From an optimization exercise on the open Yosys and OpenROAD flow, aimed at small area and a short achievable clock period; shortcuts taken in it are not production practice.
At most, simulation tests tie the RTL to the original design; equivalence was not proved.
No functional check of the RTL was part of run 2.
Power and IR drop assume default switching activity.

==> flow/design.v (outline; a module is shown in full before it is edited, if it fits) <==
// module mag_fa: 10 lines
// module mag_hold: 8 lines
// module fft_mag_sq_frame: 719 lines
module fft_mag_sq_frame
#(
  parameter  int FFT_LEN = 64,
  localparam int IDX_W   = $clog2(FFT_LEN)
) (
  input  logic             aclk,
  input  logic             areset,
  input  logic [31:0]      slave_tdata,
  input  logic             slave_tvalid,
  output logic             slave_tready,
  output logic [31:0]      master_tdata,
  output logic             master_tvalid,
  input  logic             master_tready,
  output logic             master_tlast,
  output logic [IDX_W-1:0] peak_bin,
  output logic [31:0]      peak_mag,
  output logic             peak_valid
);
  // ...
==> flow/flow/run.sh <==
#!/bin/bash
set -euo pipefail
bash standard.sh \
  "BUFFER_PORTS_ARGS=-buffer_cell sky130_fd_sc_hd__buf_1" \
  "CTS_ARGS=-sink_clustering_enable -repair_clock_nets -sink_clustering_size 16 -sink_clustering_max_diameter 50 -buf_list sky130_fd_sc_hd__clkbuf_8 -dont_use_dummy_load" \
  finish > standard.log 2>&1
==> flow/standard.sh <==
#!/bin/bash
# synth_recipe.tcl (not shown) runs the flow's synth.tcl, then flattens the netlist and writes it again
# the make line also repeats each setting of config.mk as NAME=value (left out here)
make -C /OpenROAD-flow-scripts/flow DESIGN_CONFIG=/design/flow/config.mk WORK_HOME=/design/flow/orfs CLKGATE_MAP_FILE= SYNTH_SCRIPT=/design/flow/synth_recipe.tcl "${@:-finish}"
==> flow/config.mk <==
export PLATFORM = sky130hd
export DESIGN_NAME = fft_mag_sq_frame
export DESIGN_NICKNAME = fft_mag_sq_frame
export VERILOG_FILES = /design/flow/design.v
export SDC_FILE = /design/flow/constraint.sdc
export NUM_CORES = 4
export LEC_CHECK = 0
export ABC_CLOCK_PERIOD_IN_PS = 3000
export CAP_MARGIN = 20
export CORE_MARGIN = 2
export CORE_UTILIZATION = 40
export CTS_BUF_LIST = sky130_fd_sc_hd__clkbuf_8
export CTS_CLUSTER_DIAMETER = 50
export CTS_CLUSTER_SIZE = 16
export SETUP_SLACK_MARGIN = 3.75
export SLEW_MARGIN = 20
export SYNTH_HIERARCHICAL = 1
export SYNTH_MINIMUM_KEEP_SIZE = 0
export TNS_END_PERCENT = 5
==> flow/constraint.sdc <==
create_clock -name core_clock -period 7.0 [get_ports {aclk}]
set_input_delay 1.4000 -clock core_clock [delete_from_list [all_inputs] [get_ports {aclk}]]
set_output_delay 1.4000 -clock core_clock [all_outputs]
set_load 0.01 [all_outputs]
==> run notes, run 1 <==
run status no timing/DRC/antenna violations; total wire length roughly 32000 µm; crit share post-route a little under half; Peak Freq just over 0.3 GHz; Final Power 7.54 mW; Placement Rows 70; top-count cell post-synth nand2_1; synthesized flop and latch total 220; R2R cell count 6; Total GRT Usage around 17%; Critical Path Most Common Cell fa_1; Non-Filler Instances 1807; final setup fails 0; final instance area 16200 µm²; Slowest Stage Delay on Critical Path about 570 ps; Avg Cell Area, Syn between 10 and 15 µm²; Clock buf/inv share approximately 2.4%; met3 routed WL around 2000 µm; MaxCap Viol Count 0; Non-clock buffering overhead 3.18%; Final #Nets about 1600; relative slew slack between 40% and 50%; worst setup margin around 3700 ps; number of synthesized flops with an enable pin 140; crit-path cells nand2_1, fa_1, fa_1, fa_1, fa_1, fa_1; RSZ-0062 raised after global routing yes; register area roughly 5900 µm²; Clock power frac about 10%; most frequent cells in the layout 227 x nand2_1, 188 x fa_1, 140 x edfxtp_1, 111 x inv_1, 107 x buf_1; sequential power share a little under a third; clk root buf clkbuf_8; CP Capture Type flop
==> module fft_mag_sq_frame, before the edit <==
module fft_mag_sq_frame
#(
  parameter  int FFT_LEN = 64,
  localparam int IDX_W   = $clog2(FFT_LEN)
) (
  input  logic             aclk,
  input  logic             areset,
  input  logic [31:0]      slave_tdata,
  input  logic             slave_tvalid,
  output logic             slave_tready,
  output logic [31:0]      master_tdata,
  output logic             master_tvalid,
  input  logic             master_tready,
  output logic             master_tlast,
  output logic [IDX_W-1:0] peak_bin,
  output logic [31:0]      peak_mag,
  output logic             peak_valid
);
  localparam logic [IDX_W-1:0] LAST_IDX = IDX_W'(FFT_LEN - 1);
  logic             en_s, hs_s, first_s, last_s, upd_s;
  logic [15:0]      re_s, im_s, re_abs_s, im_abs_s, re_hold_s, im_hold_s;
  logic [31:0]      sum_s, mag_s;
  logic [15:0]      tree_a_s, tree_b_s;
  logic             s1_valid_r, s2_valid_r, s3_valid_r;
  logic [15:0]      s1_re_r, s1_im_r;
  logic [31:0]      s3_mag_r;
  logic [IDX_W-1:0] bin_cnt_r;
  logic [31:0]      run_max_r, peak_mag_r;
  logic [IDX_W-1:0] run_bin_r, peak_bin_r;
  logic             peak_valid_r;
  assign tree_a_s = s1_re_r;
  assign tree_b_s = s1_im_r;
  logic [69:0] tree_bits_s, s2_bits_r;
  wire ppa_0_1 = ~(tree_a_s[0] & tree_a_s[1]);
  wire ppa_0_2 = ~(tree_a_s[0] & tree_a_s[2]);
  wire ppa_0_3 = ~(tree_a_s[0] & tree_a_s[3]);
  wire ppa_0_4 = ~(tree_a_s[0] & tree_a_s[4]);
  wire ppa_0_5 = ~(tree_a_s[0] & tree_a_s[5]);
  wire ppa_0_6 = ~(tree_a_s[0] & tree_a_s[6]);
  wire ppa_0_7 = ~(tree_a_s[0] & tree_a_s[7]);
  wire ppa_0_8 = ~(tree_a_s[0] & tree_a_s[8]);
  wire ppa_0_9 = ~(tree_a_s[0] & tree_a_s[9]);
  wire ppa_0_10 = ~(tree_a_s[0] & tree_a_s[10]);
  wire ppa_0_11 = ~(tree_a_s[0] & tree_a_s[11]);
  wire ppa_0_12 = ~(tree_a_s[0] & tree_a_s[12]);
  wire ppa_0_13 = ~(tree_a_s[0] & tree_a_s[13]);
  wire ppa_0_14 = ~(tree_a_s[0] & tree_a_s[14]);
  wire ppa_1_2 = ~(tree_a_s[1] & tree_a_s[2]);
  wire ppa_1_3 = ~(tree_a_s[1] & tree_a_s[3]);
  wire ppa_1_4 = ~(tree_a_s[1] & tree_a_s[4]);
  wire ppa_1_5 = ~(tree_a_s[1] & tree_a_s[5]);
  wire ppa_1_6 = ~(tree_a_s[1] & tree_a_s[6]);
  wire ppa_1_7 = ~(tree_a_s[1] & tree_a_s[7]);
  wire ppa_1_8 = ~(tree_a_s[1] & tree_a_s[8]);
  wire ppa_1_9 = ~(tree_a_s[1] & tree_a_s[9]);
  wire ppa_1_10 = ~(tree_a_s[1] & tree_a_s[10]);
  wire ppa_1_11 = ~(tree_a_s[1] & tree_a_s[11]);
  wire ppa_1_12 = ~(tree_a_s[1] & tree_a_s[12]);
  wire ppa_1_13 = ~(tree_a_s[1] & tree_a_s[13]);
  wire ppa_1_14 = ~(tree_a_s[1] & tree_a_s[14]);
  wire ppa_2_3 = ~(tree_a_s[2] & tree_a_s[3]);
  wire ppa_2_4 = ~(tree_a_s[2] & tree_a_s[4]);
  wire ppa_2_5 = ~(tree_a_s[2] & tree_a_s[5]);
  wire ppa_2_6 = ~(tree_a_s[2] & tree_a_s[6]);
  wire ppa_2_7 = ~(tree_a_s[2] & tree_a_s[7]);
  wire ppa_2_8 = ~(tree_a_s[2] & tree_a_s[8]);
  wire ppa_2_9 = ~(tree_a_s[2] & tree_a_s[9]);
  wire ppa_2_10 = ~(tree_a_s[2] & tree_a_s[10]);
  wire ppa_2_11 = ~(tree_a_s[2] & tree_a_s[11]);
  wire ppa_2_12 = ~(tree_a_s[2] & tree_a_s[12]);
  wire ppa_2_13 = ~(tree_a_s[2] & tree_a_s[13]);
  wire ppa_2_14 = ~(tree_a_s[2] & tree_a_s[14]);
  wire ppa_3_4 = ~(tree_a_s[3] & tree_a_s[4]);
  wire ppa_3_5 = ~(tree_a_s[3] & tree_a_s[5]);
  wire ppa_3_6 = ~(tree_a_s[3] & tree_a_s[6]);
  wire ppa_3_7 = ~(tree_a_s[3] & tree_a_s[7]);
  wire ppa_3_8 = ~(tree_a_s[3] & tree_a_s[8]);
  wire ppa_3_9 = ~(tree_a_s[3] & tree_a_s[9]);
  wire ppa_3_10 = ~(tree_a_s[3] & tree_a_s[10]);
  wire ppa_3_11 = ~(tree_a_s[3] & tree_a_s[11]);
  wire ppa_3_12 = ~(tree_a_s[3] & tree_a_s[12]);
  wire ppa_3_13 = ~(tree_a_s[3] & tree_a_s[13]);
  wire ppa_3_14 = ~(tree_a_s[3] & tree_a_s[14]);
  wire ppa_4_5 = ~(tree_a_s[4] & tree_a_s[5]);
  wire ppa_4_6 = ~(tree_a_s[4] & tree_a_s[6]);
  wire ppa_4_7 = ~(tree_a_s[4] & tree_a_s[7]);
  wire ppa_4_8 = ~(tree_a_s[4] & tree_a_s[8]);
  wire ppa_4_9 = ~(tree_a_s[4] & tree_a_s[9]);
  wire ppa_4_10 = ~(tree_a_s[4] & tree_a_s[10]);
  wire ppa_4_11 = ~(tree_a_s[4] & tree_a_s[11]);
  wire ppa_4_12 = ~(tree_a_s[4] & tree_a_s[12]);
  wire ppa_4_13 = ~(tree_a_s[4] & tree_a_s[13]);
  wire ppa_4_14 = ~(tree_a_s[4] & tree_a_s[14]);
  wire ppa_5_6 = ~(tree_a_s[5] & tree_a_s[6]);
  wire ppa_5_7 = ~(tree_a_s[5] & tree_a_s[7]);
  wire ppa_5_8 = ~(tree_a_s[5] & tree_a_s[8]);
  wire ppa_5_9 = ~(tree_a_s[5] & tree_a_s[9]);
  wire ppa_5_10 = ~(tree_a_s[5] & tree_a_s[10]);
  wire ppa_5_11 = ~(tree_a_s[5] & tree_a_s[11]);
  wire ppa_5_12 = ~(tree_a_s[5] & tree_a_s[12]);
  wire ppa_5_13 = ~(tree_a_s[5] & tree_a_s[13]);
  wire ppa_5_14 = ~(tree_a_s[5] & tree_a_s[14]);
  wire ppa_6_7 = ~(tree_a_s[6] & tree_a_s[7]);
  wire ppa_6_8 = ~(tree_a_s[6] & tree_a_s[8]);
  wire ppa_6_9 = ~(tree_a_s[6] & tree_a_s[9]);
  wire ppa_6_10 = ~(tree_a_s[6] & tree_a_s[10]);
  wire ppa_6_11 = ~(tree_a_s[6] & tree_a_s[11]);
  wire ppa_6_12 = ~(tree_a_s[6] & tree_a_s[12]);
  wire ppa_6_13 = ~(tree_a_s[6] & tree_a_s[13]);
  wire ppa_6_14 = ~(tree_a_s[6] & tree_a_s[14]);
  wire ppa_7_8 = ~(tree_a_s[7] & tree_a_s[8]);
  wire ppa_7_9 = ~(tree_a_s[7] & tree_a_s[9]);
  wire ppa_7_10 = ~(tree_a_s[7] & tree_a_s[10]);
  wire ppa_7_11 = ~(tree_a_s[7] & tree_a_s[11]);
  wire ppa_7_12 = ~(tree_a_s[7] & tree_a_s[12]);
  wire ppa_7_13 = ~(tree_a_s[7] & tree_a_s[13]);
  wire ppa_7_14 = ~(tree_a_s[7] & tree_a_s[14]);
  wire ppa_8_9 = ~(tree_a_s[8] & tree_a_s[9]);
  wire ppa_8_10 = ~(tree_a_s[8] & tree_a_s[10]);
  wire ppa_8_11 = ~(tree_a_s[8] & tree_a_s[11]);
  wire ppa_8_12 = ~(tree_a_s[8] & tree_a_s[12]);
  wire ppa_8_13 = ~(tree_a_s[8] & tree_a_s[13]);
  wire ppa_8_14 = ~(tree_a_s[8] & tree_a_s[14]);
  wire ppa_9_10 = ~(tree_a_s[9] & tree_a_s[10]);
  wire ppa_9_11 = ~(tree_a_s[9] & tree_a_s[11]);
  wire ppa_9_12 = ~(tree_a_s[9] & tree_a_s[12]);
  wire ppa_9_13 = ~(tree_a_s[9] & tree_a_s[13]);
  wire ppa_9_14 = ~(tree_a_s[9] & tree_a_s[14]);
  wire ppa_10_11 = ~(tree_a_s[10] & tree_a_s[11]);
  wire ppa_10_12 = ~(tree_a_s[10] & tree_a_s[12]);
  wire ppa_10_13 = ~(tree_a_s[10] & tree_a_s[13]);
  wire ppa_10_14 = ~(tree_a_s[10] & tree_a_s[14]);
  wire ppa_11_12 = ~(tree_a_s[11] & tree_a_s[12]);
  wire ppa_11_13 = ~(tree_a_s[11] & tree_a_s[13]);
  wire ppa_11_14 = ~(tree_a_s[11] & tree_a_s[14]);
  wire ppa_12_13 = ~(tree_a_s[12] & tree_a_s[13]);
  wire ppa_12_14 = ~(tree_a_s[12] & tree_a_s[14]);
  wire ppa_13_14 = ~(tree_a_s[13] & tree_a_s[14]);
  wire ppb_0_1 = ~(tree_b_s[0] & tree_b_s[1]);
  wire ppb_0_2 = ~(tree_b_s[0] & tree_b_s[2]);
  wire ppb_0_3 = ~(tree_b_s[0] & tree_b_s[3]);
  wire ppb_0_4 = ~(tree_b_s[0] & tree_b_s[4]);
  wire ppb_0_5 = ~(tree_b_s[0] & tree_b_s[5]);
  wire ppb_0_6 = ~(tree_b_s[0] & tree_b_s[6]);
  wire ppb_0_7 = ~(tree_b_s[0] & tree_b_s[7]);
  wire ppb_0_8 = ~(tree_b_s[0] & tree_b_s[8]);
  wire ppb_0_9 = ~(tree_b_s[0] & tree_b_s[9]);
  wire ppb_0_10 = ~(tree_b_s[0] & tree_b_s[10]);
  wire ppb_0_11 = ~(tree_b_s[0] & tree_b_s[11]);
  wire ppb_0_12 = ~(tree_b_s[0] & tree_b_s[12]);
  wire ppb_0_13 = ~(tree_b_s[0] & tree_b_s[13]);
  wire ppb_0_14 = ~(tree_b_s[0] & tree_b_s[14]);
  wire ppb_1_2 = ~(tree_b_s[1] & tree_b_s[2]);
  wire ppb_1_3 = ~(tree_b_s[1] & tree_b_s[3]);
  wire ppb_1_4 = ~(tree_b_s[1] & tree_b_s[4]);
  wire ppb_1_5 = ~(tree_b_s[1] & tree_b_s[5]);
  wire ppb_1_6 = ~(tree_b_s[1] & tree_b_s[6]);
  wire ppb_1_7 = ~(tree_b_s[1] & tree_b_s[7]);
  wire ppb_1_8 = ~(tree_b_s[1] & tree_b_s[8]);
  wire ppb_1_9 = ~(tree_b_s[1] & tree_b_s[9]);
  wire ppb_1_10 = ~(tree_b_s[1] & tree_b_s[10]);
  wire ppb_1_11 = ~(tree_b_s[1] & tree_b_s[11]);
  wire ppb_1_12 = ~(tree_b_s[1] & tree_b_s[12]);
  wire ppb_1_13 = ~(tree_b_s[1] & tree_b_s[13]);
  wire ppb_1_14 = ~(tree_b_s[1] & tree_b_s[14]);
  wire ppb_2_3 = ~(tree_b_s[2] & tree_b_s[3]);
  wire ppb_2_4 = ~(tree_b_s[2] & tree_b_s[4]);
  wire ppb_2_5 = ~(tree_b_s[2] & tree_b_s[5]);
  wire ppb_2_6 = ~(tree_b_s[2] & tree_b_s[6]);
  wire ppb_2_7 = ~(tree_b_s[2] & tree_b_s[7]);
  wire ppb_2_8 = ~(tree_b_s[2] & tree_b_s[8]);
  wire ppb_2_9 = ~(tree_b_s[2] & tree_b_s[9]);
  wire ppb_2_10 = ~(tree_b_s[2] & tree_b_s[10]);
  wire ppb_2_11 = ~(tree_b_s[2] & tree_b_s[11]);
  wire ppb_2_12 = ~(tree_b_s[2] & tree_b_s[12]);
  wire ppb_2_13 = ~(tree_b_s[2] & tree_b_s[13]);
  wire ppb_2_14 = ~(tree_b_s[2] & tree_b_s[14]);
  wire ppb_3_4 = ~(tree_b_s[3] & tree_b_s[4]);
  wire ppb_3_5 = ~(tree_b_s[3] & tree_b_s[5]);
  wire ppb_3_6 = ~(tree_b_s[3] & tree_b_s[6]);
  wire ppb_3_7 = ~(tree_b_s[3] & tree_b_s[7]);
  wire ppb_3_8 = ~(tree_b_s[3] & tree_b_s[8]);
  wire ppb_3_9 = ~(tree_b_s[3] & tree_b_s[9]);
  wire ppb_3_10 = ~(tree_b_s[3] & tree_b_s[10]);
  wire ppb_3_11 = ~(tree_b_s[3] & tree_b_s[11]);
  wire ppb_3_12 = ~(tree_b_s[3] & tree_b_s[12]);
  wire ppb_3_13 = ~(tree_b_s[3] & tree_b_s[13]);
  wire ppb_3_14 = ~(tree_b_s[3] & tree_b_s[14]);
  wire ppb_4_5 = ~(tree_b_s[4] & tree_b_s[5]);
  wire ppb_4_6 = ~(tree_b_s[4] & tree_b_s[6]);
  wire ppb_4_7 = ~(tree_b_s[4] & tree_b_s[7]);
  wire ppb_4_8 = ~(tree_b_s[4] & tree_b_s[8]);
  wire ppb_4_9 = ~(tree_b_s[4] & tree_b_s[9]);
  wire ppb_4_10 = ~(tree_b_s[4] & tree_b_s[10]);
  wire ppb_4_11 = ~(tree_b_s[4] & tree_b_s[11]);
  wire ppb_4_12 = ~(tree_b_s[4] & tree_b_s[12]);
  wire ppb_4_13 = ~(tree_b_s[4] & tree_b_s[13]);
  wire ppb_4_14 = ~(tree_b_s[4] & tree_b_s[14]);
  wire ppb_5_6 = ~(tree_b_s[5] & tree_b_s[6]);
  wire ppb_5_7 = ~(tree_b_s[5] & tree_b_s[7]);
  wire ppb_5_8 = ~(tree_b_s[5] & tree_b_s[8]);
  wire ppb_5_9 = ~(tree_b_s[5] & tree_b_s[9]);
  wire ppb_5_10 = ~(tree_b_s[5] & tree_b_s[10]);
  wire ppb_5_11 = ~(tree_b_s[5] & tree_b_s[11]);
  wire ppb_5_12 = ~(tree_b_s[5] & tree_b_s[12]);
  wire ppb_5_13 = ~(tree_b_s[5] & tree_b_s[13]);
  wire ppb_5_14 = ~(tree_b_s[5] & tree_b_s[14]);
  wire ppb_6_7 = ~(tree_b_s[6] & tree_b_s[7]);
  wire ppb_6_8 = ~(tree_b_s[6] & tree_b_s[8]);
  wire ppb_6_9 = ~(tree_b_s[6] & tree_b_s[9]);
  wire ppb_6_10 = ~(tree_b_s[6] & tree_b_s[10]);
  wire ppb_6_11 = ~(tree_b_s[6] & tree_b_s[11]);
  wire ppb_6_12 = ~(tree_b_s[6] & tree_b_s[12]);
  wire ppb_6_13 = ~(tree_b_s[6] & tree_b_s[13]);
  wire ppb_6_14 = ~(tree_b_s[6] & tree_b_s[14]);
  wire ppb_7_8 = ~(tree_b_s[7] & tree_b_s[8]);
  wire ppb_7_9 = ~(tree_b_s[7] & tree_b_s[9]);
  wire ppb_7_10 = ~(tree_b_s[7] & tree_b_s[10]);
  wire ppb_7_11 = ~(tree_b_s[7] & tree_b_s[11]);
  wire ppb_7_12 = ~(tree_b_s[7] & tree_b_s[12]);
  wire ppb_7_13 = ~(tree_b_s[7] & tree_b_s[13]);
  wire ppb_7_14 = ~(tree_b_s[7] & tree_b_s[14]);
  wire ppb_8_9 = ~(tree_b_s[8] & tree_b_s[9]);
  wire ppb_8_10 = ~(tree_b_s[8] & tree_b_s[10]);
  wire ppb_8_11 = ~(tree_b_s[8] & tree_b_s[11]);
  wire ppb_8_12 = ~(tree_b_s[8] & tree_b_s[12]);
  wire ppb_8_13 = ~(tree_b_s[8] & tree_b_s[13]);
  wire ppb_8_14 = ~(tree_b_s[8] & tree_b_s[14]);
  wire ppb_9_10 = ~(tree_b_s[9] & tree_b_s[10]);
  wire ppb_9_11 = ~(tree_b_s[9] & tree_b_s[11]);
  wire ppb_9_12 = ~(tree_b_s[9] & tree_b_s[12]);
  wire ppb_9_13 = ~(tree_b_s[9] & tree_b_s[13]);
  wire ppb_9_14 = ~(tree_b_s[9] & tree_b_s[14]);
  wire ppb_10_11 = ~(tree_b_s[10] & tree_b_s[11]);
  wire ppb_10_12 = ~(tree_b_s[10] & tree_b_s[12]);
  wire ppb_10_13 = ~(tree_b_s[10] & tree_b_s[13]);
  wire ppb_10_14 = ~(tree_b_s[10] & tree_b_s[14]);
  wire ppb_11_12 = ~(tree_b_s[11] & tree_b_s[12]);
  wire ppb_11_13 = ~(tree_b_s[11] & tree_b_s[13]);
  wire ppb_11_14 = ~(tree_b_s[11] & tree_b_s[14]);
  wire ppb_12_13 = ~(tree_b_s[12] & tree_b_s[13]);
  wire ppb_12_14 = ~(tree_b_s[12] & tree_b_s[14]);
  wire ppb_13_14 = ~(tree_b_s[13] & tree_b_s[14]);
  wire ha0_s = ~(~tree_a_s[6] ^ ~tree_b_s[6]);
  wire ha0_c = ~tree_a_s[6] | ~tree_b_s[6];
  wire fa1_s, fa1_c;
  mag_fa u_fa1 (.a(~tree_a_s[7]), .b(~tree_b_s[7]), .c(ppa_0_13), .s(fa1_s), .co(fa1_c));
  wire ha2_s = ~(ppa_1_12 ^ ppa_2_11);
  wire ha2_c = ppa_1_12 | ppa_2_11;
  wire fa3_s, fa3_c;
  mag_fa u_fa3 (.a(ppa_0_14), .b(ppa_1_13), .c(ppa_2_12), .s(fa3_s), .co(fa3_c));
  wire ha4_s = ~(ppa_3_11 ^ ppa_4_10);
  wire ha4_c = ppa_3_11 | ppa_4_10;
  wire fa5_s, fa5_c;
  mag_fa u_fa5 (.a(~tree_a_s[8]), .b(~tree_b_s[8]), .c(ppa_1_14), .s(fa5_s), .co(fa5_c));
  wire fa6_s, fa6_c;
  mag_fa u_fa6 (.a(ppa_2_13), .b(ppa_3_12), .c(ppa_4_11), .s(fa6_s), .co(fa6_c));
  wire ha7_s = ~(ppa_5_10 ^ ppa_6_9);
  wire ha7_c = ppa_5_10 | ppa_6_9;
  wire fa8_s, fa8_c;
  mag_fa u_fa8 (.a(ppa_2_14), .b(ppa_3_13), .c(ppa_4_12), .s(fa8_s), .co(fa8_c));
  wire fa9_s, fa9_c;
  mag_fa u_fa9 (.a(~tree_a_s[9]), .b(~tree_b_s[9]), .c(ppa_3_14), .s(fa9_s), .co(fa9_c));
  wire ha10_s = ~(~tree_a_s[4] ^ ~tree_b_s[4]);
  wire ha10_c = ~tree_a_s[4] | ~tree_b_s[4];
  wire fa11_s, fa11_c;
  mag_fa u_fa11 (.a(~tree_a_s[5]), .b(~tree_b_s[5]), .c(ppa_0_9), .s(fa11_s), .co(fa11_c));
  wire ha12_s = ~(ppa_1_8 ^ ppa_2_7);
  wire ha12_c = ppa_1_8 | ppa_2_7;
  wire fa13_s, fa13_c;
  mag_fa u_fa13 (.a(ppa_0_10), .b(ppa_1_9), .c(ppa_2_8), .s(fa13_s), .co(fa13_c));
  wire ha14_s = ~(ppa_3_7 ^ ppa_4_6);
  wire ha14_c = ppa_3_7 | ppa_4_6;
  wire fa15_s, fa15_c;
  mag_fa u_fa15 (.a(ppa_0_11), .b(ppa_1_10), .c(ppa_2_9), .s(fa15_s), .co(fa15_c));
  wire fa16_s, fa16_c;
  mag_fa u_fa16 (.a(ppa_3_8), .b(ppa_4_7), .c(ppa_5_6), .s(fa16_s), .co(fa16_c));
  wire fa17_s, fa17_c;
  mag_fa u_fa17 (.a(ppb_0_11), .b(ppb_1_10), .c(ppb_2_9), .s(fa17_s), .co(fa17_c));
  wire fa18_s, fa18_c;
  mag_fa u_fa18 (.a(ppa_0_12), .b(ppa_1_11), .c(ppa_2_10), .s(fa18_s), .co(fa18_c));
  wire fa19_s, fa19_c;
  mag_fa u_fa19 (.a(ppa_3_9), .b(ppa_4_8), .c(ppa_5_7), .s(fa19_s), .co(fa19_c));
  wire fa20_s, fa20_c;
  mag_fa u_fa20 (.a(ppb_0_12), .b(ppb_1_11), .c(ppb_2_10), .s(fa20_s), .co(fa20_c));
  wire ha21_s = ~(ppb_3_9 ^ ppb_4_8);
  wire ha21_c = ppb_3_9 | ppb_4_8;
  wire fa22_s, fa22_c;
  mag_fa u_fa22 (.a(ppa_3_10), .b(ppa_4_9), .c(ppa_5_8), .s(fa22_s), .co(fa22_c));
  wire fa23_s, fa23_c;
  mag_fa u_fa23 (.a(ppa_6_7), .b(ppb_0_13), .c(ppb_1_12), .s(fa23_s), .co(fa23_c));
  wire fa24_s, fa24_c;
  mag_fa u_fa24 (.a(ppb_2_11), .b(ppb_3_10), .c(ppb_4_9), .s(fa24_s), .co(fa24_c));
  wire fa25_s, fa25_c;
  mag_fa u_fa25 (.a(ppb_5_8), .b(ppb_6_7), .c(ha2_s), .s(fa25_s), .co(fa25_c));
  wire fa26_s, fa26_c;
  mag_fa u_fa26 (.a(ppa_5_9), .b(ppa_6_8), .c(ppb_0_14), .s(fa26_s), .co(fa26_c));
  wire fa27_s, fa27_c;
  mag_fa u_fa27 (.a(ppb_1_13), .b(ppb_2_12), .c(ppb_3_11), .s(fa27_s), .co(fa27_c));
  wire fa28_s, fa28_c;
  mag_fa u_fa28 (.a(ppb_4_10), .b(ppb_5_9), .c(ppb_6_8), .s(fa28_s), .co(fa28_c));
  wire fa29_s, fa29_c;
  mag_fa u_fa29 (.a(ha2_c), .b(ha4_s), .c(fa1_c), .s(fa29_s), .co(fa29_c));
  wire fa30_s, fa30_c;
  mag_fa u_fa30 (.a(ppa_7_8), .b(ppb_1_14), .c(ppb_2_13), .s(fa30_s), .co(fa30_c));
  wire fa31_s, fa31_c;
  mag_fa u_fa31 (.a(ppb_3_12), .b(ppb_4_11), .c(ppb_5_10), .s(fa31_s), .co(fa31_c));
  wire fa32_s, fa32_c;
  mag_fa u_fa32 (.a(ppb_6_9), .b(ppb_7_8), .c(ha4_c), .s(fa32_s), .co(fa32_c));
  wire fa33_s, fa33_c;
  mag_fa u_fa33 (.a(ha7_s), .b(fa3_c), .c(fa5_s), .s(fa33_s), .co(fa33_c));
  wire fa34_s, fa34_c;
  mag_fa u_fa34 (.a(ppa_5_11), .b(ppa_6_10), .c(ppa_7_9), .s(fa34_s), .co(fa34_c));
  wire fa35_s, fa35_c;
  mag_fa u_fa35 (.a(ppb_2_14), .b(ppb_3_13), .c(ppb_4_12), .s(fa35_s), .co(fa35_c));
  wire fa36_s, fa36_c;
  mag_fa u_fa36 (.a(ppb_5_11), .b(ppb_6_10), .c(ppb_7_9), .s(fa36_s), .co(fa36_c));
  wire fa37_s, fa37_c;
  mag_fa u_fa37 (.a(ha7_c), .b(fa5_c), .c(fa6_c), .s(fa37_s), .co(fa37_c));
  wire fa38_s, fa38_c;
  mag_fa u_fa38 (.a(ppa_4_13), .b(ppa_5_12), .c(ppa_6_11), .s(fa38_s), .co(fa38_c));
  wire fa39_s, fa39_c;
  mag_fa u_fa39 (.a(ppa_7_10), .b(ppa_8_9), .c(ppb_3_14), .s(fa39_s), .co(fa39_c));
  wire fa40_s, fa40_c;
  mag_fa u_fa40 (.a(ppb_4_13), .b(ppb_5_12), .c(ppb_6_11), .s(fa40_s), .co(fa40_c));
  wire fa41_s, fa41_c;
  mag_fa u_fa41 (.a(ppb_7_10), .b(ppb_8_9), .c(fa8_c), .s(fa41_s), .co(fa41_c));
  wire fa42_s, fa42_c;
  mag_fa u_fa42 (.a(ppa_4_14), .b(ppa_5_13), .c(ppa_6_12), .s(fa42_s), .co(fa42_c));
  wire fa43_s, fa43_c;
  mag_fa u_fa43 (.a(ppa_7_11), .b(ppa_8_10), .c(ppb_4_14), .s(fa43_s), .co(fa43_c));
  wire fa44_s, fa44_c;
  mag_fa u_fa44 (.a(ppb_5_13), .b(ppb_6_12), .c(ppb_7_11), .s(fa44_s), .co(fa44_c));
  wire fa45_s, fa45_c;
  mag_fa u_fa45 (.a(~tree_a_s[10]), .b(~tree_b_s[10]), .c(ppa_5_14), .s(fa45_s), .co(fa45_c));
  wire fa46_s, fa46_c;
  mag_fa u_fa46 (.a(ppa_6_13), .b(ppa_7_12), .c(ppa_8_11), .s(fa46_s), .co(fa46_c));
  wire fa47_s, fa47_c;
  mag_fa u_fa47 (.a(ppa_9_10), .b(ppb_5_14), .c(ppb_6_13), .s(fa47_s), .co(fa47_c));
  wire fa48_s, fa48_c;
  mag_fa u_fa48 (.a(ppa_6_14), .b(ppa_7_13), .c(ppa_8_12), .s(fa48_s), .co(fa48_c));
  wire fa49_s, fa49_c;
  mag_fa u_fa49 (.a(~tree_a_s[11]), .b(~tree_b_s[11]), .c(ppa_7_14), .s(fa49_s), .co(fa49_c));
  wire fa50_s, fa50_c;
  mag_fa u_fa50 (.a(~tree_a_s[3]), .b(~tree_b_s[3]), .c(ppa_0_5), .s(fa50_s), .co(fa50_c));
  wire ha51_s = ~(ppa_0_6 ^ ppa_1_5);
  wire ha51_c = ppa_0_6 | ppa_1_5;
  wire fa52_s, fa52_c;
  mag_fa u_fa52 (.a(ppa_0_7), .b(ppa_1_6), .c(ppa_2_5), .s(fa52_s), .co(fa52_c));
  wire fa53_s, fa53_c;
  mag_fa u_fa53 (.a(ppa_3_4), .b(ppb_0_7), .c(ppb_1_6), .s(fa53_s), .co(fa53_c));
  wire fa54_s, fa54_c;
  mag_fa u_fa54 (.a(ppa_0_8), .b(ppa_1_7), .c(ppa_2_6), .s(fa54_s), .co(fa54_c));
  wire fa55_s, fa55_c;
  mag_fa u_fa55 (.a(ppa_3_5), .b(ppb_0_8), .c(ppb_1_7), .s(fa55_s), .co(fa55_c));
  wire ha56_s = ~(ppb_2_6 ^ ppb_3_5);
  wire ha56_c = ppb_2_6 | ppb_3_5;
  wire fa57_s, fa57_c;
  mag_fa u_fa57 (.a(ppa_3_6), .b(ppa_4_5), .c(ppb_0_9), .s(fa57_s), .co(fa57_c));
  wire fa58_s, fa58_c;
  mag_fa u_fa58 (.a(ppb_1_8), .b(ppb_2_7), .c(ppb_3_6), .s(fa58_s), .co(fa58_c));
  wire fa59_s, fa59_c;
  mag_fa u_fa59 (.a(ppb_4_5), .b(ha12_s), .c(fa11_s), .s(fa59_s), .co(fa59_c));
  wire fa60_s, fa60_c;
  mag_fa u_fa60 (.a(ppb_0_10), .b(ppb_1_9), .c(ppb_2_8), .s(fa60_s), .co(fa60_c));
  wire fa61_s, fa61_c;
  mag_fa u_fa61 (.a(ppb_3_7), .b(ppb_4_6), .c(ha12_c), .s(fa61_s), .co(fa61_c));
  wire fa62_s, fa62_c;
  mag_fa u_fa62 (.a(ha14_s), .b(fa11_c), .c(fa13_s), .s(fa62_s), .co(fa62_c));
  wire fa63_s, fa63_c;
  mag_fa u_fa63 (.a(ppb_3_8), .b(ppb_4_7), .c(ppb_5_6), .s(fa63_s), .co(fa63_c));
  wire fa64_s, fa64_c;
  mag_fa u_fa64 (.a(ha0_s), .b(ha14_c), .c(fa13_c), .s(fa64_s), .co(fa64_c));
  wire fa65_s, fa65_c;
  mag_fa u_fa65 (.a(fa15_s), .b(fa16_s), .c(fa17_s), .s(fa65_s), .co(fa65_c));
  wire fa66_s, fa66_c;
  mag_fa u_fa66 (.a(ppb_5_7), .b(ha0_c), .c(ha21_s), .s(fa66_s), .co(fa66_c));
  wire fa67_s, fa67_c;
  mag_fa u_fa67 (.a(fa15_c), .b(fa16_c), .c(fa17_c), .s(fa67_s), .co(fa67_c));
  wire fa68_s, fa68_c;
  mag_fa u_fa68 (.a(fa18_s), .b(fa19_s), .c(fa20_s), .s(fa68_s), .co(fa68_c));
  wire fa69_s, fa69_c;
  mag_fa u_fa69 (.a(ha21_c), .b(fa18_c), .c(fa19_c), .s(fa69_s), .co(fa69_c));
  wire fa70_s, fa70_c;
  mag_fa u_fa70 (.a(fa20_c), .b(fa22_s), .c(fa23_s), .s(fa70_s), .co(fa70_c));
  wire fa71_s, fa71_c;
  mag_fa u_fa71 (.a(fa24_s), .b(fa1_s), .c(fa25_s), .s(fa71_s), .co(fa71_c));
  wire fa72_s, fa72_c;
  mag_fa u_fa72 (.a(fa22_c), .b(fa23_c), .c(fa24_c), .s(fa72_s), .co(fa72_c));
  wire fa73_s, fa73_c;
  mag_fa u_fa73 (.a(fa26_s), .b(fa27_s), .c(fa28_s), .s(fa73_s), .co(fa73_c));
  wire fa74_s, fa74_c;
  mag_fa u_fa74 (.a(fa3_s), .b(fa25_c), .c(fa29_s), .s(fa74_s), .co(fa74_c));
  wire fa75_s, fa75_c;
  mag_fa u_fa75 (.a(fa26_c), .b(fa27_c), .c(fa28_c), .s(fa75_s), .co(fa75_c));
  wire fa76_s, fa76_c;
  mag_fa u_fa76 (.a(fa30_s), .b(fa31_s), .c(fa6_s), .s(fa76_s), .co(fa76_c));
  wire fa77_s, fa77_c;
  mag_fa u_fa77 (.a(fa32_s), .b(fa29_c), .c(fa33_s), .s(fa77_s), .co(fa77_c));
  wire fa78_s, fa78_c;
  mag_fa u_fa78 (.a(fa30_c), .b(fa31_c), .c(fa34_s), .s(fa78_s), .co(fa78_c));
  wire fa79_s, fa79_c;
  mag_fa u_fa79 (.a(fa35_s), .b(fa36_s), .c(fa8_s), .s(fa79_s), .co(fa79_c));
  wire fa80_s, fa80_c;
  mag_fa u_fa80 (.a(fa32_c), .b(fa37_s), .c(fa33_c), .s(fa80_s), .co(fa80_c));
  wire fa81_s, fa81_c;
  mag_fa u_fa81 (.a(fa34_c), .b(fa35_c), .c(fa36_c), .s(fa81_s), .co(fa81_c));
  wire fa82_s, fa82_c;
  mag_fa u_fa82 (.a(fa38_s), .b(fa39_s), .c(fa40_s), .s(fa82_s), .co(fa82_c));
  wire fa83_s, fa83_c;
  mag_fa u_fa83 (.a(fa9_s), .b(fa37_c), .c(fa41_s), .s(fa83_s), .co(fa83_c));
  wire fa84_s, fa84_c;
  mag_fa u_fa84 (.a(ppb_8_10), .b(fa9_c), .c(fa38_c), .s(fa84_s), .co(fa84_c));
  wire fa85_s, fa85_c;
  mag_fa u_fa85 (.a(fa39_c), .b(fa40_c), .c(fa42_s), .s(fa85_s), .co(fa85_c));
  wire fa86_s, fa86_c;
  mag_fa u_fa86 (.a(fa43_s), .b(fa44_s), .c(fa41_c), .s(fa86_s), .co(fa86_c));
  wire fa87_s, fa87_c;
  mag_fa u_fa87 (.a(ppb_7_12), .b(ppb_8_11), .c(ppb_9_10), .s(fa87_s), .co(fa87_c));
  wire fa88_s, fa88_c;
  mag_fa u_fa88 (.a(fa42_c), .b(fa43_c), .c(fa44_c), .s(fa88_s), .co(fa88_c));
  wire fa89_s, fa89_c;
  mag_fa u_fa89 (.a(fa45_s), .b(fa46_s), .c(fa47_s), .s(fa89_s), .co(fa89_c));
  wire fa90_s, fa90_c;
  mag_fa u_fa90 (.a(ppa_9_11), .b(ppb_6_14), .c(ppb_7_13), .s(fa90_s), .co(fa90_c));
  wire fa91_s, fa91_c;
  mag_fa u_fa91 (.a(ppb_8_12), .b(ppb_9_11), .c(fa45_c), .s(fa91_s), .co(fa91_c));
  wire fa92_s, fa92_c;
  mag_fa u_fa92 (.a(fa46_c), .b(fa47_c), .c(fa48_s), .s(fa92_s), .co(fa92_c));
  wire fa93_s, fa93_c;
  mag_fa u_fa93 (.a(ppa_8_13), .b(ppa_9_12), .c(ppa_10_11), .s(fa93_s), .co(fa93_c));
  wire fa94_s, fa94_c;
  mag_fa u_fa94 (.a(ppb_7_14), .b(ppb_8_13), .c(ppb_9_12), .s(fa94_s), .co(fa94_c));
  wire fa95_s, fa95_c;
  mag_fa u_fa95 (.a(ppb_10_11), .b(fa48_c), .c(fa49_s), .s(fa95_s), .co(fa95_c));
  wire fa96_s, fa96_c;
  mag_fa u_fa96 (.a(ppa_8_14), .b(ppa_9_13), .c(ppa_10_12), .s(fa96_s), .co(fa96_c));
  wire fa97_s, fa97_c;
  mag_fa u_fa97 (.a(ppb_8_14), .b(ppb_9_13), .c(ppb_10_12), .s(fa97_s), .co(fa97_c));
  wire fa98_s, fa98_c;
  mag_fa u_fa98 (.a(~tree_a_s[12]), .b(~tree_b_s[12]), .c(ppa_9_14), .s(fa98_s), .co(fa98_c));
  wire fa99_s, fa99_c;
  mag_fa u_fa99 (.a(ppa_10_13), .b(ppa_11_12), .c(ppb_9_14), .s(fa99_s), .co(fa99_c));
  wire fa100_s, fa100_c;
  mag_fa u_fa100 (.a(~tree_a_s[2]), .b(~tree_b_s[2]), .c(ppa_0_3), .s(fa100_s), .co(fa100_c));
  wire ha101_s = ~(ppa_0_4 ^ ppa_1_3);
  wire ha101_c = ppa_0_4 | ppa_1_3;
  wire fa102_s, fa102_c;
  mag_fa u_fa102 (.a(ppa_1_4), .b(ppa_2_3), .c(ppb_0_5), .s(fa102_s), .co(fa102_c));
  wire ha103_s = ~(ppb_1_4 ^ ppb_2_3);
  wire ha103_c = ppb_1_4 | ppb_2_3;
  wire fa104_s, fa104_c;
  mag_fa u_fa104 (.a(ppa_2_4), .b(ppb_0_6), .c(ppb_1_5), .s(fa104_s), .co(fa104_c));
  wire fa105_s, fa105_c;
  mag_fa u_fa105 (.a(ppb_2_4), .b(ha51_s), .c(fa50_c), .s(fa105_s), .co(fa105_c));
  wire fa106_s, fa106_c;
  mag_fa u_fa106 (.a(ppb_2_5), .b(ppb_3_4), .c(ha10_s), .s(fa106_s), .co(fa106_c));
  wire fa107_s, fa107_c;
  mag_fa u_fa107 (.a(ha51_c), .b(fa52_s), .c(fa53_s), .s(fa107_s), .co(fa107_c));
  wire fa108_s, fa108_c;
  mag_fa u_fa108 (.a(ha10_c), .b(ha56_s), .c(fa52_c), .s(fa108_s), .co(fa108_c));
  wire fa109_s, fa109_c;
  mag_fa u_fa109 (.a(fa53_c), .b(fa54_s), .c(fa55_s), .s(fa109_s), .co(fa109_c));
  wire fa110_s, fa110_c;
  mag_fa u_fa110 (.a(ha56_c), .b(fa54_c), .c(fa55_c), .s(fa110_s), .co(fa110_c));
  wire fa111_s, fa111_c;
  mag_fa u_fa111 (.a(fa57_s), .b(fa58_s), .c(fa59_s), .s(fa111_s), .co(fa111_c));
  wire fa112_s, fa112_c;
  mag_fa u_fa112 (.a(fa57_c), .b(fa58_c), .c(fa60_s), .s(fa112_s), .co(fa112_c));
  wire fa113_s, fa113_c;
  mag_fa u_fa113 (.a(fa61_s), .b(fa59_c), .c(fa62_s), .s(fa113_s), .co(fa113_c));
  wire fa114_s, fa114_c;
  mag_fa u_fa114 (.a(fa60_c), .b(fa63_s), .c(fa61_c), .s(fa114_s), .co(fa114_c));
  wire fa115_s, fa115_c;
  mag_fa u_fa115 (.a(fa64_s), .b(fa62_c), .c(fa65_s), .s(fa115_s), .co(fa115_c));
  wire fa116_s, fa116_c;
  mag_fa u_fa116 (.a(fa63_c), .b(fa66_s), .c(fa64_c), .s(fa116_s), .co(fa116_c));
  wire fa117_s, fa117_c;
  mag_fa u_fa117 (.a(fa67_s), .b(fa65_c), .c(fa68_s), .s(fa117_s), .co(fa117_c));
  wire fa118_s, fa118_c;
  mag_fa u_fa118 (.a(fa66_c), .b(fa67_c), .c(fa69_s), .s(fa118_s), .co(fa118_c));
  wire fa119_s, fa119_c;
  mag_fa u_fa119 (.a(fa68_c), .b(fa70_s), .c(fa71_s), .s(fa119_s), .co(fa119_c));
  wire fa120_s, fa120_c;
  mag_fa u_fa120 (.a(fa69_c), .b(fa72_s), .c(fa70_c), .s(fa120_s), .co(fa120_c));
  wire fa121_s, fa121_c;
  mag_fa u_fa121 (.a(fa73_s), .b(fa71_c), .c(fa74_s), .s(fa121_s), .co(fa121_c));
  wire fa122_s, fa122_c;
  mag_fa u_fa122 (.a(fa72_c), .b(fa75_s), .c(fa73_c), .s(fa122_s), .co(fa122_c));
  wire fa123_s, fa123_c;
  mag_fa u_fa123 (.a(fa76_s), .b(fa74_c), .c(fa77_s), .s(fa123_s), .co(fa123_c));
  wire fa124_s, fa124_c;
  mag_fa u_fa124 (.a(fa75_c), .b(fa76_c), .c(fa78_s), .s(fa124_s), .co(fa124_c));
  wire fa125_s, fa125_c;
  mag_fa u_fa125 (.a(fa79_s), .b(fa77_c), .c(fa80_s), .s(fa125_s), .co(fa125_c));
  wire fa126_s, fa126_c;
  mag_fa u_fa126 (.a(fa81_s), .b(fa78_c), .c(fa79_c), .s(fa126_s), .co(fa126_c));
  wire fa127_s, fa127_c;
  mag_fa u_fa127 (.a(fa82_s), .b(fa80_c), .c(fa83_s), .s(fa127_s), .co(fa127_c));
  wire fa128_s, fa128_c;
  mag_fa u_fa128 (.a(fa81_c), .b(fa84_s), .c(fa82_c), .s(fa128_s), .co(fa128_c));
  wire fa129_s, fa129_c;
  mag_fa u_fa129 (.a(fa85_s), .b(fa86_s), .c(fa83_c), .s(fa129_s), .co(fa129_c));
  wire fa130_s, fa130_c;
  mag_fa u_fa130 (.a(fa87_s), .b(fa84_c), .c(fa88_s), .s(fa130_s), .co(fa130_c));
  wire fa131_s, fa131_c;
  mag_fa u_fa131 (.a(fa85_c), .b(fa89_s), .c(fa86_c), .s(fa131_s), .co(fa131_c));
  wire fa132_s, fa132_c;
  mag_fa u_fa132 (.a(fa87_c), .b(fa90_s), .c(fa88_c), .s(fa132_s), .co(fa132_c));
  wire fa133_s, fa133_c;
  mag_fa u_fa133 (.a(fa91_s), .b(fa89_c), .c(fa92_s), .s(fa133_s), .co(fa133_c));
  wire fa134_s, fa134_c;
  mag_fa u_fa134 (.a(fa90_c), .b(fa93_s), .c(fa94_s), .s(fa134_s), .co(fa134_c));
  wire fa135_s, fa135_c;
  mag_fa u_fa135 (.a(fa91_c), .b(fa92_c), .c(fa95_s), .s(fa135_s), .co(fa135_c));
  wire fa136_s, fa136_c;
  mag_fa u_fa136 (.a(fa49_c), .b(fa93_c), .c(fa94_c), .s(fa136_s), .co(fa136_c));
  wire fa137_s, fa137_c;
  mag_fa u_fa137 (.a(fa96_s), .b(fa97_s), .c(fa95_c), .s(fa137_s), .co(fa137_c));
  wire fa138_s, fa138_c;
  mag_fa u_fa138 (.a(ppb_10_13), .b(ppb_11_12), .c(fa96_c), .s(fa138_s), .co(fa138_c));
  wire fa139_s, fa139_c;
  mag_fa u_fa139 (.a(fa97_c), .b(fa98_s), .c(fa99_s), .s(fa139_s), .co(fa139_c));
  wire fa140_s, fa140_c;
  mag_fa u_fa140 (.a(ppa_10_14), .b(ppa_11_13), .c(ppb_10_14), .s(fa140_s), .co(fa140_c));
  wire fa141_s, fa141_c;
  mag_fa u_fa141 (.a(ppb_11_13), .b(fa98_c), .c(fa99_c), .s(fa141_s), .co(fa141_c));
  wire fa142_s, fa142_c;
  mag_fa u_fa142 (.a(~tree_a_s[13]), .b(~tree_b_s[13]), .c(ppa_11_14), .s(fa142_s), .co(fa142_c));
  wire fa143_s, fa143_c;
  mag_fa u_fa143 (.a(ppa_12_13), .b(ppb_11_14), .c(ppb_12_13), .s(fa143_s), .co(fa143_c));
  wire ha144_s = ~(~tree_a_s[1] ^ ~tree_b_s[1]);
  wire ha144_c = ~tree_a_s[1] | ~tree_b_s[1];
  wire ha145_s = ~(ppa_1_2 ^ ppb_0_3);
  wire ha145_c = ppa_1_2 | ppb_0_3;
  wire fa146_s, fa146_c;
  mag_fa u_fa146 (.a(ppb_0_4), .b(ppb_1_3), .c(ha101_s), .s(fa146_s), .co(fa146_c));
  wire fa147_s, fa147_c;
  mag_fa u_fa147 (.a(ha101_c), .b(ha103_s), .c(fa102_s), .s(fa147_s), .co(fa147_c));
  wire fa148_s, fa148_c;
  mag_fa u_fa148 (.a(ha103_c), .b(fa102_c), .c(fa104_s), .s(fa148_s), .co(fa148_c));
  wire fa149_s, fa149_c;
  mag_fa u_fa149 (.a(fa104_c), .b(fa106_s), .c(fa105_c), .s(fa149_s), .co(fa149_c));
  wire fa150_s, fa150_c;
  mag_fa u_fa150 (.a(fa106_c), .b(fa108_s), .c(fa107_c), .s(fa150_s), .co(fa150_c));
  wire fa151_s, fa151_c;
  mag_fa u_fa151 (.a(fa108_c), .b(fa110_s), .c(fa109_c), .s(fa151_s), .co(fa151_c));
  wire fa152_s, fa152_c;
  mag_fa u_fa152 (.a(fa110_c), .b(fa112_s), .c(fa111_c), .s(fa152_s), .co(fa152_c));
  wire fa153_s, fa153_c;
  mag_fa u_fa153 (.a(fa112_c), .b(fa114_s), .c(fa113_c), .s(fa153_s), .co(fa153_c));
  wire fa154_s, fa154_c;
  mag_fa u_fa154 (.a(fa114_c), .b(fa116_s), .c(fa115_c), .s(fa154_s), .co(fa154_c));
  wire fa155_s, fa155_c;
  mag_fa u_fa155 (.a(fa116_c), .b(fa117_c), .c(fa118_s), .s(fa155_s), .co(fa155_c));
  wire fa156_s, fa156_c;
  mag_fa u_fa156 (.a(fa118_c), .b(fa120_s), .c(fa119_c), .s(fa156_s), .co(fa156_c));
  wire fa157_s, fa157_c;
  mag_fa u_fa157 (.a(fa120_c), .b(fa122_s), .c(fa121_c), .s(fa157_s), .co(fa157_c));
  wire fa158_s, fa158_c;
  mag_fa u_fa158 (.a(fa122_c), .b(fa124_s), .c(fa125_s), .s(fa158_s), .co(fa158_c));
  wire fa159_s, fa159_c;
  mag_fa u_fa159 (.a(fa124_c), .b(fa126_s), .c(fa125_c), .s(fa159_s), .co(fa159_c));
  wire fa160_s, fa160_c;
  mag_fa u_fa160 (.a(fa126_c), .b(fa128_s), .c(fa129_s), .s(fa160_s), .co(fa160_c));
  wire fa161_s, fa161_c;
  mag_fa u_fa161 (.a(fa128_c), .b(fa130_s), .c(fa131_s), .s(fa161_s), .co(fa161_c));
  wire fa162_s, fa162_c;
  mag_fa u_fa162 (.a(fa132_s), .b(fa130_c), .c(fa133_s), .s(fa162_s), .co(fa162_c));
  wire fa163_s, fa163_c;
  mag_fa u_fa163 (.a(fa134_s), .b(fa132_c), .c(fa133_c), .s(fa163_s), .co(fa163_c));
  wire fa164_s, fa164_c;
  mag_fa u_fa164 (.a(fa136_s), .b(fa134_c), .c(fa135_c), .s(fa164_s), .co(fa164_c));
  wire fa165_s, fa165_c;
  mag_fa u_fa165 (.a(fa136_c), .b(fa138_s), .c(fa139_s), .s(fa165_s), .co(fa165_c));
  wire fa166_s, fa166_c;
  mag_fa u_fa166 (.a(fa140_s), .b(fa138_c), .c(fa141_s), .s(fa166_s), .co(fa166_c));
  wire fa167_s, fa167_c;
  mag_fa u_fa167 (.a(fa140_c), .b(fa142_s), .c(fa143_s), .s(fa167_s), .co(fa167_c));
  wire fa168_s, fa168_c;
  mag_fa u_fa168 (.a(ppa_12_14), .b(ppb_12_14), .c(fa142_c), .s(fa168_s), .co(fa168_c));
  wire fa169_s, fa169_c;
  mag_fa u_fa169 (.a(~tree_a_s[14]), .b(~tree_b_s[14]), .c(ppa_13_14), .s(fa169_s), .co(fa169_c));
  wire ha170_s = ~(ppa_0_1 ^ ppb_0_1);
  wire ha170_c = ppa_0_1 | ppb_0_1;
  wire fa171_s, fa171_c;
  mag_fa u_fa171 (.a(ppa_0_2), .b(ppb_0_2), .c(ha144_c), .s(fa171_s), .co(fa171_c));
  wire fa172_s, fa172_c;
  mag_fa u_fa172 (.a(ppb_1_2), .b(ha145_s), .c(fa100_s), .s(fa172_s), .co(fa172_c));
  wire fa173_s, fa173_c;
  mag_fa u_fa173 (.a(ha145_c), .b(fa100_c), .c(fa146_s), .s(fa173_s), .co(fa173_c));
  wire fa174_s, fa174_c;
  mag_fa u_fa174 (.a(fa50_s), .b(fa146_c), .c(fa147_s), .s(fa174_s), .co(fa174_c));
  wire fa175_s, fa175_c;
  mag_fa u_fa175 (.a(fa105_s), .b(fa147_c), .c(fa148_s), .s(fa175_s), .co(fa175_c));
  wire fa176_s, fa176_c;
  mag_fa u_fa176 (.a(fa148_c), .b(fa107_s), .c(fa149_s), .s(fa176_s), .co(fa176_c));
  wire fa177_s, fa177_c;
  mag_fa u_fa177 (.a(fa109_s), .b(fa149_c), .c(fa150_s), .s(fa177_s), .co(fa177_c));
  wire fa178_s, fa178_c;
  mag_fa u_fa178 (.a(fa150_c), .b(fa151_s), .c(fa111_s), .s(fa178_s), .co(fa178_c));
  wire fa179_s, fa179_c;
  mag_fa u_fa179 (.a(fa151_c), .b(fa113_s), .c(fa152_s), .s(fa179_s), .co(fa179_c));
  wire fa180_s, fa180_c;
  mag_fa u_fa180 (.a(fa115_s), .b(fa152_c), .c(fa153_s), .s(fa180_s), .co(fa180_c));
  wire fa181_s, fa181_c;
  mag_fa u_fa181 (.a(fa117_s), .b(fa153_c), .c(fa154_s), .s(fa181_s), .co(fa181_c));
  wire fa182_s, fa182_c;
  mag_fa u_fa182 (.a(fa119_s), .b(fa154_c), .c(fa155_s), .s(fa182_s), .co(fa182_c));
  wire lo183_s = ~(~tree_a_s[0] ^ ~tree_b_s[0]);
  wire lo183_c = ~tree_a_s[0] | ~tree_b_s[0];
  wire lo184_s = ~(ha170_s ^ ha144_s);
  wire lo184_c = ha170_s | ha144_s;
  wire lo185_s, lo185_c;
  mag_fa u_lo185 (.a(fa171_s), .b(ha170_c), .c(lo184_c), .s(lo185_s), .co(lo185_c));
  wire lo186_s, lo186_c;
  mag_fa u_lo186 (.a(fa172_s), .b(fa171_c), .c(lo185_c), .s(lo186_s), .co(lo186_c));
  wire lo187_s, lo187_c;
  mag_fa u_lo187 (.a(fa173_s), .b(fa172_c), .c(lo186_c), .s(lo187_s), .co(lo187_c));
  wire lo188_s, lo188_c;
  mag_fa u_lo188 (.a(fa174_s), .b(fa173_c), .c(lo187_c), .s(lo188_s), .co(lo188_c));
  assign tree_bits_s = {lo188_c, ~tree_b_s[15], ~tree_a_s[15], fa169_c, fa168_c, fa169_s, ppb_13_14, fa167_c, fa168_s, fa143_c, fa166_c, fa167_s, fa141_c, fa166_s, fa165_c, fa139_c, fa164_c, fa165_s, fa137_c, fa164_s, fa163_c, fa137_s, fa162_c, fa163_s, fa135_s, fa161_c, fa162_s, fa131_c, fa160_c, fa161_s, fa129_c, fa160_s, fa159_c, fa127_c, fa159_s, fa158_c, fa127_s, fa158_s, fa157_c, fa123_c, fa157_s, fa156_c, fa123_s, fa182_c, fa156_s, fa121_s, fa155_c, fa181_c, fa182_s, fa180_c, fa181_s, fa179_c, fa180_s, fa178_c, fa179_s, fa177_c, fa178_s, fa176_c, fa177_s, fa175_c, fa176_s, fa174_c, fa175_s, lo188_s, lo187_s, lo186_s, lo185_s, lo184_s, lo183_c, lo183_s};
  assign en_s         = master_tready;
  assign slave_tready = master_tready;
  assign re_s     = slave_tdata[15:0];
  assign im_s     = slave_tdata[31:16];
  assign re_abs_s = re_s[15] ? (~re_s + 16'd1) : re_s;
  assign im_abs_s = im_s[15] ? (~im_s + 16'd1) : im_s;
  always_ff @(posedge aclk) begin
    if (areset) begin
      s1_valid_r <= 1'b0;
      s2_valid_r <= 1'b0;
      s3_valid_r <= 1'b0;
    end else if (en_s) begin
      s1_valid_r <= slave_tvalid;
      s2_valid_r <= s1_valid_r;
      s3_valid_r <= s2_valid_r;
    end
  end
  mag_hold u_re_hold (.en(en_s), .d(re_abs_s), .q(s1_re_r), .y(re_hold_s));
  mag_hold u_im_hold (.en(en_s), .d(im_abs_s), .q(s1_im_r), .y(im_hold_s));
  always_ff @(posedge aclk) begin
    s1_re_r <= re_hold_s;
    s1_im_r <= im_hold_s;
  end
  always_ff @(posedge aclk) begin
    if (en_s) begin
      s2_bits_r <= tree_bits_s;
      s3_mag_r  <= sum_s;
    end
  end
  wire pf189_s, pf189_c;
  mag_fa u_pf189 (.a(s2_bits_r[23]), .b(s2_bits_r[24]), .c(s2_bits_r[25]), .s(pf189_s), .co(pf189_c));
  wire pf190_s, pf190_c;
  mag_fa u_pf190 (.a(s2_bits_r[27]), .b(s2_bits_r[28]), .c(s2_bits_r[29]), .s(pf190_s), .co(pf190_c));
  wire pf191_s, pf191_c;
  mag_fa u_pf191 (.a(s2_bits_r[30]), .b(s2_bits_r[31]), .c(s2_bits_r[32]), .s(pf191_s), .co(pf191_c));
  wire pf192_s, pf192_c;
  mag_fa u_pf192 (.a(s2_bits_r[33]), .b(s2_bits_r[34]), .c(s2_bits_r[35]), .s(pf192_s), .co(pf192_c));
  wire pf193_s, pf193_c;
  mag_fa u_pf193 (.a(s2_bits_r[36]), .b(s2_bits_r[37]), .c(s2_bits_r[38]), .s(pf193_s), .co(pf193_c));
  wire pf194_s, pf194_c;
  mag_fa u_pf194 (.a(s2_bits_r[39]), .b(s2_bits_r[40]), .c(s2_bits_r[41]), .s(pf194_s), .co(pf194_c));
  wire pf195_s, pf195_c;
  mag_fa u_pf195 (.a(s2_bits_r[42]), .b(s2_bits_r[43]), .c(s2_bits_r[44]), .s(pf195_s), .co(pf195_c));
  wire pf196_s, pf196_c;
  mag_fa u_pf196 (.a(s2_bits_r[45]), .b(s2_bits_r[46]), .c(s2_bits_r[47]), .s(pf196_s), .co(pf196_c));
  wire pf197_s, pf197_c;
  mag_fa u_pf197 (.a(s2_bits_r[48]), .b(s2_bits_r[49]), .c(s2_bits_r[50]), .s(pf197_s), .co(pf197_c));
  wire pf198_s, pf198_c;
  mag_fa u_pf198 (.a(s2_bits_r[51]), .b(s2_bits_r[52]), .c(s2_bits_r[53]), .s(pf198_s), .co(pf198_c));
  wire pf199_s, pf199_c;
  mag_fa u_pf199 (.a(s2_bits_r[54]), .b(s2_bits_r[55]), .c(s2_bits_r[56]), .s(pf199_s), .co(pf199_c));
  wire pf200_s, pf200_c;
  mag_fa u_pf200 (.a(s2_bits_r[57]), .b(s2_bits_r[58]), .c(s2_bits_r[59]), .s(pf200_s), .co(pf200_c));
  wire pf201_s, pf201_c;
  mag_fa u_pf201 (.a(s2_bits_r[60]), .b(s2_bits_r[61]), .c(s2_bits_r[62]), .s(pf201_s), .co(pf201_c));
  wire pf202_s, pf202_c;
  mag_fa u_pf202 (.a(s2_bits_r[63]), .b(s2_bits_r[64]), .c(s2_bits_r[65]), .s(pf202_s), .co(pf202_c));
  assign sum_s[6:0] = ~{s2_bits_r[6], s2_bits_r[5], s2_bits_r[4], s2_bits_r[3], s2_bits_r[2], s2_bits_r[1], s2_bits_r[0]};
  assign sum_s[31:7] = ~({1'b1, s2_bits_r[67], s2_bits_r[66], pf202_s, pf201_s, pf200_s, pf199_s, pf198_s, pf197_s, pf196_s, pf195_s, pf194_s, pf193_s, pf192_s, pf191_s, pf190_s, pf189_s, s2_bits_r[21], s2_bits_r[19], s2_bits_r[17], s2_bits_r[15], s2_bits_r[13], s2_bits_r[11], s2_bits_r[9], s2_bits_r[7]} + {1'b1, s2_bits_r[68], pf202_c, pf201_c, pf200_c, pf199_c, pf198_c, pf197_c, pf196_c, pf195_c, pf194_c, pf193_c, pf192_c, pf191_c, pf190_c, pf189_c, s2_bits_r[26], s2_bits_r[22], s2_bits_r[20], s2_bits_r[18], s2_bits_r[16], s2_bits_r[14], s2_bits_r[12], s2_bits_r[10], s2_bits_r[8]} + 25'(s2_bits_r[69]));
  assign mag_s = s3_mag_r;
  assign hs_s    = s3_valid_r && master_tready;
  assign first_s = (bin_cnt_r == {IDX_W{1'b0}});
  assign last_s  = (bin_cnt_r == LAST_IDX);
  always_ff @(posedge aclk) begin
    if (areset) begin
      bin_cnt_r <= {IDX_W{1'b0}};
    end else if (hs_s) begin
      bin_cnt_r <= bin_cnt_r + IDX_W'(1);
    end
  end
  assign upd_s = first_s || (mag_s > run_max_r);
  always_ff @(posedge aclk) begin
    if (hs_s && upd_s) begin
      run_max_r <= mag_s;
      run_bin_r <= bin_cnt_r;
    end
  end
  always_ff @(posedge aclk) begin
    if (peak_valid_r) begin
      peak_mag_r <= run_max_r;
      peak_bin_r <= run_bin_r;
    end
  end
  always_ff @(posedge aclk) begin
    if (areset) begin
      peak_valid_r <= 1'b0;
    end else begin
      peak_valid_r <= hs_s && last_s;
    end
  end
  assign master_tvalid = s3_valid_r;
  assign master_tdata  = mag_s;
  assign master_tlast  = last_s;
  assign peak_bin      = peak_valid_r ? run_bin_r : peak_bin_r;
  assign peak_mag      = peak_valid_r ? run_max_r : peak_mag_r;
  assign peak_valid    = peak_valid_r;
endmodule
==> run 2: changes to the inputs <==
--- a/flow/design.v
+++ b/flow/design.v
@@ -643,3 +643,3 @@
   assign tree_bits_s = {lo188_c, ~tree_b_s[15], ~tree_a_s[15], fa169_c, fa168_c, fa169_s, ppb_13_14, fa167_c, fa168_s, fa143_c, fa166_c, fa167_s, fa141_c, fa166_s, fa165_c, fa139_c, fa164_c, fa165_s, fa137_c, fa164_s, fa163_c, fa137_s, fa162_c, fa163_s, fa135_s, fa161_c, fa162_s, fa131_c, fa160_c, fa161_s, fa129_c, fa160_s, fa159_c, fa127_c, fa159_s, fa158_c, fa127_s, fa158_s, fa157_c, fa123_c, fa157_s, fa156_c, fa123_s, fa182_c, fa156_s, fa121_s, fa155_c, fa181_c, fa182_s, fa180_c, fa181_s, fa179_c, fa180_s, fa178_c, fa179_s, fa177_c, fa178_s, fa176_c, fa177_s, fa175_c, fa176_s, fa174_c, fa175_s, lo188_s, lo187_s, lo186_s, lo185_s, lo184_s, lo183_c, lo183_s};
-  assign en_s         = master_tready;
+  assign en_s         = master_tready && !areset;
   assign slave_tready = master_tready;
--- a/flow/config.mk
+++ b/flow/config.mk
@@ -10,3 +10,3 @@
 export CORE_MARGIN = 2
-export CORE_UTILIZATION = 40
+export CORE_UTILIZATION = 55
 export CTS_BUF_LIST = sky130_fd_sc_hd__clkbuf_8
==> run notes, run 2 <==
chip width 168 µm (was 197 µm); CP max stage cell fa_1 (unchanged); Synth Flop Type edfxtp_1 (unchanged); XOR/XNOR share of the synthesized area 3.14% (was 2.95%); total die area 28200 µm² (was 38700 µm²); core box area 26700 µm² (was 36600 µm²); cell count after synthesis 1228 (was 1239); Hold Path Stages 1 (was 2); CP Data Arrival Time 3550 ps (about the same); Remaining DRCs 0 (unchanged); total gr overflow 0 (unchanged); setup_tns 0 ps (unchanged); Synth Area in Simple Gates 10.3% (was 10.6%); GP Congestion 0.875 (was 0.893); synth top area cells edfxtp_1 28%, fa_1 25%, dfxtp_1 11%, ha_1 6.4%, nand2_1 5.6% (was edfxtp_1 28%, fa_1 25%, dfxtp_1 11%, ha_1 6.4%, nand2_1 5.7%); total leakage power 6.06 nW (was 6.10 nW); post-synth cell types 57 (was 56); R2R cell count 6 (unchanged); RSZ-0062 raised after global routing yes (unchanged); syn nets 1528 (was 1539); clk buf depth 3 (unchanged); initial core utilization 55.4% (was 40.6%); main combinational cell family by area after synthesis adder cells (unchanged); share of the synthesized area in the top cell type 28.4% (was 28.3%); layout cells sized above 1 12.3% (was 12.0%); Clock Sinks 220 (unchanged); Synth Cell Area 14800 µm² (was 14900 µm²); startpoint types flop (unchanged); vias per cell 5.41 (was 5.05); post-synthesis adder-cell area fraction 31.8% (was 31.7%); Final Max Slew Viols 0 (unchanged); via count 9095 (was 9125); crit share post-route 46.6% (was 47.0%); placed cells 1637 (was 1771); DP HPWL 22600 µm (was 24400 µm); Avg Cell Area, Syn 12.1 µm² (was 12.0 µm²); Crit. Startpoint s1_im_r[12] (was s1_re_r[3]); Total GRT Usage 22.4% (was 16.9%); run status no timing/DRC/antenna violations (unchanged); crit-path max FO 16 (was 14); most frequent cells in the layout 222 x nand2_1, 188 x fa_1, 140 x edfxtp_1, 113 x inv_1, 109 x buf_1 (was 227 x nand2_1, 188 x fa_1, 140 x edfxtp_1, 111 x inv_1, 107 x buf_1); 1st-iter DRT viols 560 (was 554); Crit path buffers/inverters 0 (unchanged); Peak Freq 0.306 GHz (was 0.304 GHz); WP depth 6 (unchanged); Non-Filler Instances 1682 (was 1807); Placement Rows 60 (was 70); Hold Path Class flop to flop (unchanged); worst skew pair latency 570 ps (was 580 ps); synthesized flop and latch total 220 (unchanged); delay-heaviest family, CP adder cells (unchanged); max FFs per register 70 (unchanged); H-Tree Depth 1 (unchanged); vias in the first global route 9648 (was 9514); Largest Register s2_bits_r (unchanged); First-pass DRT Iterations 5 (unchanged); clk root buf clkbuf_8 (unchanged); Routed wire per std cell 18.2 µm (was 17.7 µm); Worst Tran Pin Value 914 ps (was 845 ps); Req. time, crit path 7290 ps (was 7250 ps); n_diodes 0 (was 1); final setup fails 0 (unchanged); Final #Nets 1643 (was 1640); crit-path cells nand2_1, fa_1, fa_1, fa_1, fa_1, fa_1 (unchanged); Fin Hold WS 458 ps (was 471 ps); reg-to-reg startpoint s1_im_r[12] (was s1_re_r[3]); Syn. warnings 7 (unchanged); total wire length 30700 µm (was 31900 µm); I/O Pins 110 (unchanged); Die Height 168 µm (was 197 µm); PD cells 487 nW/µm² (was 465 nW/µm²); initial antenna violation count 1 (was 0); asr flop ratio synth 0% (unchanged); number of synthesized flops with an enable pin 140 (unchanged); cts bufs inserted 28 (unchanged); share of the yosys chip area belonging to registers 39.2% (was 39.1%); Layout area overhead 8.67% (was 9.07%); top-count cell post-synth nand2_1 (unchanged); final critical-path required period 3270 ps (was 3290 ps); most common cell after layout, fill and taps aside nand2_1 (unchanged); hold_sp run_bin_r[3] (was s2_valid_r); Crit Path Class flop to flop (unchanged); clk_skew 46.0 ps (was 66.8 ps); Port Buffers 109 (unchanged); CP Capture Type flop (unchanged); final hold violations 0 (unchanged); ANT nets after route 0 (unchanged); largest net degree at the start of global routing 136 (was 60); MaxCap Viol Count 0 (unchanged); Fill cells 2231 (was 3450); post-synth top area cell edfxtp_1 (unchanged); VDD IR max 0.227 mV (was 0.223 mV); Slowest Stage Delay on Critical Path 570 ps (about the same); Critical Path Most Common Cell fa_1 (unchanged); first-pass GRT wire length 50100 µm (was 51400 µm); post-synthesis mux area share 6.03% (was 6.08%); Reg clk slew, reported paths 80 ps (was 100 ps); CTS tree built (unchanged); Post-synth top cells 222 x nand2_1, 188 x fa_1, 140 x edfxtp_1, 113 x inv_1, 80 x dfxtp_1 (was 227 x nand2_1, 188 x fa_1, 140 x edfxtp_1, 111 x inv_1, 80 x dfxtp_1); Core Util, Final 60.2% (was 44.2%); relative slew slack 38.7% (was 43.6%); Compound-Gate Fraction of Synth Area 5.10% (was 5.05%)
## run 2: Yosys stat by module, one instance, submodules excluded
module / flip-flops and latches / cells inside / cell area, µm² / copies in the design
mag_hold: 0 / 18 / 249 / 2
mag_fa: 0 / 1 / 20.0 / 186
fft_mag_sq_frame: 220 / 1006 / 10600 / 1
## run 2: kinds of logic (layout without fill, tap and decap cells)
group | after synthesis | count (layout)
flip-flops | 220 | 220
AO/OA/AOI/OAI | 113 | 113
buffers and inverters | 158 | 271
multiplexers | 73 | 73
adder cells (fa/ha/maj) | 264 | 264
AND/OR/NAND/NOR | 347 | 347
XOR/XNOR | 53 | 53
## run 2: final cells by class
type	instances	area [µm²]	area share, %
Sequential cell	220	5910	36.7
Tap cell	341	427	2.65
Timing Repair Buffer	130	579	3.60
Multi-Input combinational cell	850	8370	52.0
Inverter	113	424	2.64
Clock buffer	28	385	2.40
## run 2: power by group
part | internal [mW] | switching [mW] | leakage, nW
sequential | 2.13 | 0.310 | 1.94
clock | 0.351 | 0.417 | 0.201
combinational | 2.08 | 2.55 | 3.92
total | 4.56 | 3.28 | 6.06
## run 2: through the flow
stage | area, µm² | power [mW] | setup slack (ps)
final | 16100 | 7.84 | 3730
after detailed placement | 15500 | 7.10 | 3290
after global routing | 16100 | 8.61 | 3670
after global placement | 15500 | 6.91 | 3410
after CTS | 16000 | 7.91 | 3700
after floorplan | 14800 | 5.79 | 3080
## run 2: worst register-to-register path, cell delays in order, from the launching register on
cell	delay [ps]
dfxtp_4	480
nand2_1	120
fa_1	570
fa_1	440
fa_1	410
fa_1	570
fa_1	420
## run 2: metal layers
metal	track usage [%]	up-vias	part of all wire, %
met1	31.7	4461	46
met2	35.7	277	45
met4	7.27	0	2.6
met5	0	-	0
li1	-	4292	-
met3	3.76	65	5.7
## run 2: worst paths after layout
kind	slack [ps]	to
setup / recovery	3730	s2_bits_r[21]
hold / removal	460	peak_bin_r[3]
setup reg to reg	3730	s2_bits_r[21]
hold reg to reg	460	peak_bin_r[3]
## run 2: repair_timing
item / 4_1_cts / 5_1_grt
gates resized for setup: 50 / 4
buffers inserted: 0 / 17
hold buffers: 0 / 0
setup endpoints to repair: 61 / 48
